Context: an optimization exercise on an open-source flow, tuned for small area and a short achievable clock period. The choices shown serve that exercise and are no tape-out recipe.
The RTL was checked by simulation tests, not by an equivalence proof against the original design.

==> run a <==
==> flow/design.v (excerpt) <==
module conv_top (
    input  logic                 clk,
    input  logic                 rst_n,
    input  logic                 in_valid,
    input  logic [2-1:0][8-1:0] in_data,
    input  logic                 coef_wr,
    input  conv_pkg::chan_idx_t  coef_chan,
    input  conv_pkg::tap_idx_t   coef_addr,
    input  conv_pkg::coeff_t     coef_data,
    output logic                 out_valid,
    output logic [2-1:0][24-1:0] out_data
);
export LEC_CHECK = 0
export ABC_CLOCK_PERIOD_IN_PS = 3000
export CAP_MARGIN = 20
export CORE_MARGIN = 2
export CORE_UTILIZATION = 60
export CTS_CLUSTER_DIAMETER = 120
export CTS_CLUSTER_SIZE = 24
export SETUP_SLACK_MARGIN = 4.4
export SLEW_MARGIN = 20
export TNS_END_PERCENT = 100
create_clock -name core_clock -period 7.5 [get_ports {clk}]
standard.sh (not shown) runs the stock make flow with config.mk's settings and CLKGATE_MAP_FILE= SYNTH_SCRIPT=/design/flow/synth_recipe.tcl, a recipe that flattens the netlist after the stock synthesis.
==> flow/flow/run.sh <==
#!/bin/bash
# Standard layout, with one netlist clean-up between synthesis and floorplan:
# flow/polarity.py flips full-adder cells (a full adder fed complemented
# inputs gives complemented outputs) to drop the inverters synthesis leaves
# between them. Registers and every other cell are untouched.
set -euo pipefail
R=orfs/results/$FLOW_PLATFORM/conv_top/base
bash standard.sh synth > synth.log 2>&1
cp $R/1_2_yosys.v synth_netlist.v
python3 flow/polarity.py synth_netlist.v $R/1_2_yosys.v > polarity.log 2>&1
bash standard.sh finish > layout.log 2>&1
Other scripts of this flow, unchanged in this note and not shown: flow/flow/polarity.py
==> inputs of run b, as changes to run a <==
--- a/flow/config.mk
+++ b/flow/config.mk
@@ -9,7 +9,5 @@
 export CAP_MARGIN = 20
 export CORE_MARGIN = 2
-export CORE_UTILIZATION = 60
-export CTS_CLUSTER_DIAMETER = 120
-export CTS_CLUSTER_SIZE = 24
+export CORE_UTILIZATION = 40
 export SETUP_SLACK_MARGIN = 4.4
 export SLEW_MARGIN = 20
==> inputs of run c, as changes to run a <==
==> flow/config.mk (replaced) <==
export PLATFORM = sky130hd
export DESIGN_NAME = conv_top
export DESIGN_NICKNAME = conv_top
export VERILOG_FILES = /design/flow/design.v
export SDC_FILE = /design/flow/constraint.sdc
export NUM_CORES = 4
export LEC_CHECK = 0
export ABC_CLOCK_PERIOD_IN_PS = 3200
export CAP_MARGIN = 20
export CORE_MARGIN = 2
export CORE_UTILIZATION = 40
export SETUP_SLACK_MARGIN = 4.0
export SLEW_MARGIN = 20
export TNS_END_PERCENT = 100
==> run notes <==
Of run c and run b, run b has the higher worst hold slack (gap 1.4 ps).
Clock skew: run c > run b > run a.
The highest non-clock buffer count belongs to run b, the lowest to run c.
Of run a and run c, run a has the higher critical path depth (gap 1).
==> figures <==
Slew at the pin closest to its max-slew limit: run b 1100 ps; run a 1100 ps; run c 1192 ps
Data arrival time at the worst-slack endpoint: run b 3950 ps; run a 3900 ps; run c 4220 ps
Headroom to the max-slew limit: run b 26.67%; run a 26.69%; run c 20.54%
Min setup slack post-route: run b 4250 ps; run a 4214 ps; run c 4012 ps
Inserted Clock Buffers: run b 196; run a 86; run c 196
Run status: run b timing/DRC/antenna clean; run a timing/DRC/antenna clean; run c timing/DRC/antenna clean
Vias: run b 65790; run a 65540; run c 63080
Post-DP Area: run b 107800 sq um; run a 106400 sq um; run c 107800 sq um
Met3 wire len: run b 48610 microns; run a 65520 microns; run c 47580 microns
Deepest clock path buffer count: run b 4; run a 3; run c 4
Area of the core: run b 258800 sq um; run a 171700 sq um; run c 258800 sq um


==> inputs of tundra <==
Another version of the RTL of conv_top (not shown whole).
clock: 7.5 ns
lec_check: 0
abc_clock_period_in_ps: 3000
cap_margin: 20
core_margin: 2
core_utilization: 40
setup_slack_margin: 4.3
slew_margin: 20
tns_end_percent: 100
Scripts as last shown in full above: flow/flow/run.sh
Other scripts of this flow, unchanged in this note and not shown: flow/flow/polarity.py
==> pepper: changes against tundra <==
==> flow/config.mk (replaced) <==
export PLATFORM = sky130hd
export DESIGN_NAME = conv_top
export DESIGN_NICKNAME = conv_top
export VERILOG_FILES = /design/flow/design.v
export SDC_FILE = /design/flow/constraint.sdc
export NUM_CORES = 4
export LEC_CHECK = 0
export ABC_CLOCK_PERIOD_IN_PS = 3200
export CAP_MARGIN = 20
export CORE_MARGIN = 2
export CORE_UTILIZATION = 40
export SETUP_SLACK_MARGIN = 3.8
export SLEW_MARGIN = 20
export TNS_END_PERCENT = 100
==> flow_summary_export.csv <==
group,metric,value,unit
detailed_routing,met2_length,140,mm
layout,multi_input_gates,5057,
status,status,"complete, no violations",
layout,final_util,0.460,
worst_setup_path,rr_endpoint,"g_ch[1].mac_i.r2_5_41",
layout,seq_area,44800,um^2
layout,buffer_area_frac,0.0349,
detailed_routing,route.detailed.wl_per_inst,29.5,um
worst_setup_path,cp_common_cell,"fa_2",
worst_setup_path,required,8260,ps
sta,fin_skew,91.9,ps
Source of the figures above: tundra

==> flow_summary_export.csv <==
group,metric,value,unit
status,status,"complete, no violations",
detailed_routing,met2_length,135,mm
detailed_routing,route.detailed.wl_per_inst,29.4,um
layout,final_util,0.446,
sta,fin_skew,93.1,ps
worst_setup_path,rr_endpoint,"g_ch[1].mac_i.r2_10_152",
layout,seq_area,44700,um^2
layout,multi_input_gates,5055,
worst_setup_path,required,8180,ps
Source of the figures above: pepper



==> run A <==
Another version of the RTL of conv_top (not shown whole).
==> flow/design.v (excerpt) <==
module conv_top (
    input  logic                 clk,
    input  logic                 rst_n,
    input  logic                 in_valid,
    input  logic [2-1:0][8-1:0] in_data,
    input  logic                 coef_wr,
    input  conv_pkg::chan_idx_t  coef_chan,
    input  conv_pkg::tap_idx_t   coef_addr,
    input  conv_pkg::coeff_t     coef_data,
    output logic                 out_valid,
    output logic [2-1:0][24-1:0] out_data
);
Settings: LEC_CHECK=0, ABC_CLOCK_PERIOD_IN_PS=3000, CAP_MARGIN=20, CORE_MARGIN=2, CORE_UTILIZATION=60, CTS_CLUSTER_DIAMETER=120, CTS_CLUSTER_SIZE=24, SETUP_SLACK_MARGIN=4.3, SLEW_MARGIN=20, TNS_END_PERCENT=100; clock period 7.5 ns.
Scripts as last shown in full above: flow/flow/run.sh
Other scripts of this flow, unchanged in this note and not shown: flow/flow/polarity.py
==> run P: changes against run A <==
--- a/flow/config.mk
+++ b/flow/config.mk
@@ -7,10 +7,10 @@
 export LEC_CHECK = 0
 export ABC_CLOCK_PERIOD_IN_PS = 3000
-export CAP_MARGIN = 20
+export CAP_MARGIN = 10
 export CORE_MARGIN = 2
-export CORE_UTILIZATION = 60
+export CORE_UTILIZATION = 70
 export CTS_CLUSTER_DIAMETER = 120
 export CTS_CLUSTER_SIZE = 24
 export SETUP_SLACK_MARGIN = 4.3
-export SLEW_MARGIN = 20
+export SLEW_MARGIN = 10
 export TNS_END_PERCENT = 100
==> run H: changes against run A <==
--- a/flow/config.mk
+++ b/flow/config.mk
@@ -9,7 +9,5 @@
 export CAP_MARGIN = 20
 export CORE_MARGIN = 2
-export CORE_UTILIZATION = 60
-export CTS_CLUSTER_DIAMETER = 120
-export CTS_CLUSTER_SIZE = 24
+export CORE_UTILIZATION = 40
 export SETUP_SLACK_MARGIN = 4.3
 export SLEW_MARGIN = 20
==> summary of the runs <==
- The lowest sequential share of layout area belongs to run H, the highest to run P.
- In run P the first-iteration DRC count is higher than in run A, by 12%.
- In run P the die area is lower than in run H, by 43%.
- Between run A and run P, the lower critical path depth is in run A (gap 2).
- Flip-flop and latch count is the same in run A and run H.
- Run H ran to the end with no violations. Run A finished with timing, DRC and antenna clean. Run P finished with timing, DRC and antenna clean.
- Utilization, highest first: run P, run A, run H.


==> inputs of umber <==
Another version of the RTL of conv_top (not shown whole).
==> flow/config.mk <==
export PLATFORM = sky130hd
export DESIGN_NAME = conv_top
export DESIGN_NICKNAME = conv_top
export VERILOG_FILES = /design/flow/design.v
export SDC_FILE = /design/flow/constraint.sdc
export NUM_CORES = 4
export LEC_CHECK = 0
export ABC_CLOCK_PERIOD_IN_PS = 2900
export CAP_MARGIN = 20
export CORE_MARGIN = 2
export CORE_UTILIZATION = 60
export CTS_CLUSTER_DIAMETER = 120
export CTS_CLUSTER_SIZE = 24
export SETUP_SLACK_MARGIN = 4.6
export SLEW_MARGIN = 20
export TNS_END_PERCENT = 100
==> flow/constraint.sdc <==
create_clock -name core_clock -period 7.5 [get_ports {clk}]
set_input_delay 1.5000 -clock core_clock [delete_from_list [all_inputs] [get_ports {clk}]]
set_output_delay 1.5000 -clock core_clock [all_outputs]
set_load 0.01 [all_outputs]
Scripts as last shown in full above: flow/flow/run.sh
Other scripts of this flow, unchanged in this note and not shown: flow/flow/polarity.py
==> inputs of onyx, as changes to umber <==
--- a/flow/config.mk
+++ b/flow/config.mk
@@ -6,5 +6,5 @@
 export NUM_CORES = 4
 export LEC_CHECK = 0
-export ABC_CLOCK_PERIOD_IN_PS = 2900
+export ABC_CLOCK_PERIOD_IN_PS = 2800
 export CAP_MARGIN = 20
 export CORE_MARGIN = 2
@@ -12,5 +12,5 @@
 export CTS_CLUSTER_DIAMETER = 120
 export CTS_CLUSTER_SIZE = 24
-export SETUP_SLACK_MARGIN = 4.6
+export SETUP_SLACK_MARGIN = 4.75
 export SLEW_MARGIN = 20
 export TNS_END_PERCENT = 100
==> flow_metrics.py <==
metrics = {
    "timing": {
        "tightest_slew_ns": 1.05,
        "min_period_ns": 2.97,
        "fin_skew_ns": 0.0560,
    },
    "outcome": {
        "outcome": "timing/DRC/antenna clean",
    },
    "cells_and_area": {
        "multi_input_area_share_pct": 46.8,
        "seq_share_pct": 44.3,
        "comb.multi_input.count": 4979,
        "multi_input_area_um2": 54000,
    },
    "drt": {
        "wl_met1_mm": 138,
        "avgViaCountPerCell": 6.25,
    },
    "cts": {
        "post_cts_resized": 261,
    },
}
(the above is from umber)
==> flow_metrics.py <==
metrics = {
    "timing": {
        "fin_skew_ns": 0.0488,
        "min_period_ns": 2.95,
        "tightest_slew_ns": 1.03,
    },
    "cells_and_area": {
        "multi_input_area_um2": 54400,
        "seq_share_pct": 43.5,
        "comb.multi_input.count": 4981,
    },
    "outcome": {
        "outcome": "timing/DRC/antenna clean",
    },
    "drt": {
        "avgViaCountPerCell": 6.23,
        "wl_met1_mm": 141,
    },
}
(the above is from onyx)


==> inputs of trial 43 <==
conv_top again, from the RTL that the note above started with.
export LEC_CHECK = 0
export ABC_CLOCK_PERIOD_IN_PS = 2900
export CAP_MARGIN = 20
export CORE_MARGIN = 2
export CORE_UTILIZATION = 60
export CTS_CLUSTER_DIAMETER = 125
export CTS_CLUSTER_SIZE = 26
export SETUP_SLACK_MARGIN = 4.6
export SLEW_MARGIN = 20
export TNS_END_PERCENT = 100
create_clock -name core_clock -period 7.5 [get_ports {clk}]
==> flow/flow/run.sh <==
#!/bin/bash
# Standard layout, with one netlist clean-up between synthesis and floorplan:
# flow/polarity.py flips full-adder cells (a full adder fed complemented
# inputs gives complemented outputs) and swaps and2/nand2 cells, to drop the
# inverters synthesis leaves between them. Registers and every other cell are
# untouched.
set -euo pipefail
R=orfs/results/$FLOW_PLATFORM/conv_top/base
bash standard.sh synth > synth.log 2>&1
cp $R/1_2_yosys.v synth_netlist.v
python3 flow/polarity.py synth_netlist.v $R/1_2_yosys.v > polarity.log 2>&1
bash standard.sh finish > layout.log 2>&1
Other scripts of this flow, unchanged in this note and not shown: flow/flow/polarity.py
==> build 65 (differences from trial 43) <==
--- a/flow/config.mk
+++ b/flow/config.mk
@@ -10,6 +10,6 @@
 export CORE_MARGIN = 2
 export CORE_UTILIZATION = 60
-export CTS_CLUSTER_DIAMETER = 125
-export CTS_CLUSTER_SIZE = 26
+export CTS_CLUSTER_DIAMETER = 120
+export CTS_CLUSTER_SIZE = 24
 export SETUP_SLACK_MARGIN = 4.6
 export SLEW_MARGIN = 20
==> run notes <==
In trial 43 the clock skew is lower than in build 65, by 0.0052 ns.
Register-to-register slack is about the same in trial 43 and build 65.
Against trial 43, the setup slack of build 65 is worse by 0.0034 ns.
In die area, trial 43 and build 65 do not differ.
Sequential share of layout area is about the same in build 65 and trial 43.
In synthesized cell count, build 65 and trial 43 do not differ.
Critical path depth: trial 43 is lower than build 65 (1).
Trial 43 ran to the end with violations: antenna rules. Build 65 finished clean.
Non-clock buffer count: build 65 is lower than trial 43 (7).
In maximum frequency, trial 43 and build 65 hardly differ.
Between trial 43 and build 65, the lower first-iteration DRC count is in build 65 (gap about 3.7%, measured against build 65).


==> inputs of job 6580 <==
conv_top again, from the RTL that the note above started with.
Settings: LEC_CHECK=0, ABC_CLOCK_PERIOD_IN_PS=2900, CAP_MARGIN=20, CORE_MARGIN=2, CORE_UTILIZATION=60, CTS_CLUSTER_DIAMETER=125, CTS_CLUSTER_SIZE=26, SETUP_SLACK_MARGIN=4.6, SLEW_MARGIN=20, TNS_END_PERCENT=100; clock period 7.5 ns.
==> flow/flow/run.sh <==
#!/bin/bash
# Standard layout, with one netlist clean-up between synthesis and floorplan:
# flow/polarity.py flips full-adder cells (a full adder fed complemented
# inputs gives complemented outputs) to drop the inverters synthesis leaves
# between them. Registers and every other cell are untouched.
set -euo pipefail
R=orfs/results/$FLOW_PLATFORM/conv_top/base
bash standard.sh synth > synth.log 2>&1
cp $R/1_2_yosys.v synth_netlist.v
python3 flow/polarity.py synth_netlist.v $R/1_2_yosys.v > polarity.log 2>&1
bash standard.sh finish > layout.log 2>&1
Other scripts of this flow, unchanged in this note and not shown: flow/flow/polarity.py
==> job 5789 (differences from job 6580) <==
ABC_CLOCK_PERIOD_IN_PS = 3000   (was 2900)
CTS_CLUSTER_DIAMETER = 120   (was 125)
CTS_CLUSTER_SIZE = 24   (was 26)
SETUP_SLACK_MARGIN = 4.5   (was 4.6)
==> summary of the runs <==
Job 6580 completed without violations. Job 5789 passed the timing, DRC and antenna checks. Of job 5789 and job 6580, job 6580 has the higher cell count (gap 0.61%, measured against job 6580). Of job 5789 and job 6580, job 6580 has the higher non-clock buffer count (gap 77). Of job 6580 and job 5789, job 6580 has the higher register-to-register slack (gap 0.13 ns). Of job 6580 and job 5789, job 6580 has the higher critical path depth (gap 1). Against job 5789, the routed wire length of job 6580 is higher by about 0.24%. In synthesized cell count, job 5789 and job 6580 do not differ. Against job 6580, the count of clock-buffer cells in the layout of job 5789 is higher by 7. In job 6580 the setup slack is better than in job 5789, by 0.13 ns. Against job 6580, the design area of job 5789 is lower by 1.0%.

## static timing again, ports no longer ideal
No port has a modelled driver above. Below, the same layouts with a new extraction and two added sets of constraints. Step 1 (the two cells are an assumption about what drives the block):
set clk [get_ports {clk}]
set_driving_cell -lib_cell sky130_fd_sc_hd__clkbuf_16 $clk
set_driving_cell -lib_cell sky130_fd_sc_hd__buf_2 [delete_from_list [all_inputs] $clk]
Step 2 moves the port delays by t, midway between the first and last clock arrival at a register: inputs arrive t later, outputs are due t later. That takes back most of the time a late clock gives input paths. Three values: ideal ports, drivers, drivers and shift; two values: the first two.
run | t, ns | setup slack, ns | worst register clock-pin slew, ns | worst slew at a driven data input, ns
run a of note 1 | 0.821 | 4.214 / 4.214 / 4.136 | 0.11 / 0.11 | 0.06
run b of note 1 | 0.949 | 4.250 / 4.250 / 4.250 | 0.09 / 0.09 | 0.08
run c of note 1 | 0.948 | 4.012 / 4.012 / 4.012 | 0.09 / 0.09 | 0.08
tundra | 0.939 | 4.116 / 4.115 / 4.116 | 0.07 / 0.07 | 0.09
pepper | 0.939 | 3.841 / 3.841 / 3.841 | 0.07 / 0.07 | 0.09
run A of note 3 | 0.831 | 4.210 / 4.210 / 4.210 | 0.10 / 0.10 | 0.05
run P of note 3 | 0.823 | 4.129 / 4.129 / 4.129 | 0.11 / 0.11 | 0.06
run H of note 3 | 0.964 | 4.264 / 4.264 / 4.174 | 0.08 / 0.08 | 0.07
umber | 0.862 | 4.535 / 4.535 / 4.282 | 0.11 / 0.11 | 0.05
onyx | 0.853 | 4.552 / 4.552 / 4.325 | 0.11 / 0.11 | 0.05
trial 43 | 0.835 | 4.539 / 4.539 / 4.249 | 0.11 / 0.11 | 0.05
build 65 | 0.843 | 4.535 / 4.535 / 4.197 | 0.11 / 0.11 | 0.05
job 6580 | 0.839 | 4.505 / 4.505 / 4.327 | 0.12 / 0.12 | 0.05
job 5789 | 0.853 | 4.379 / 4.379 / 4.287 | 0.11 / 0.11 | 0.05
The setup slack of build 65, which loses most, moves by 0.000 ns with the drivers and by -0.338 ns with both steps. Setup slack includes reset recovery checks.
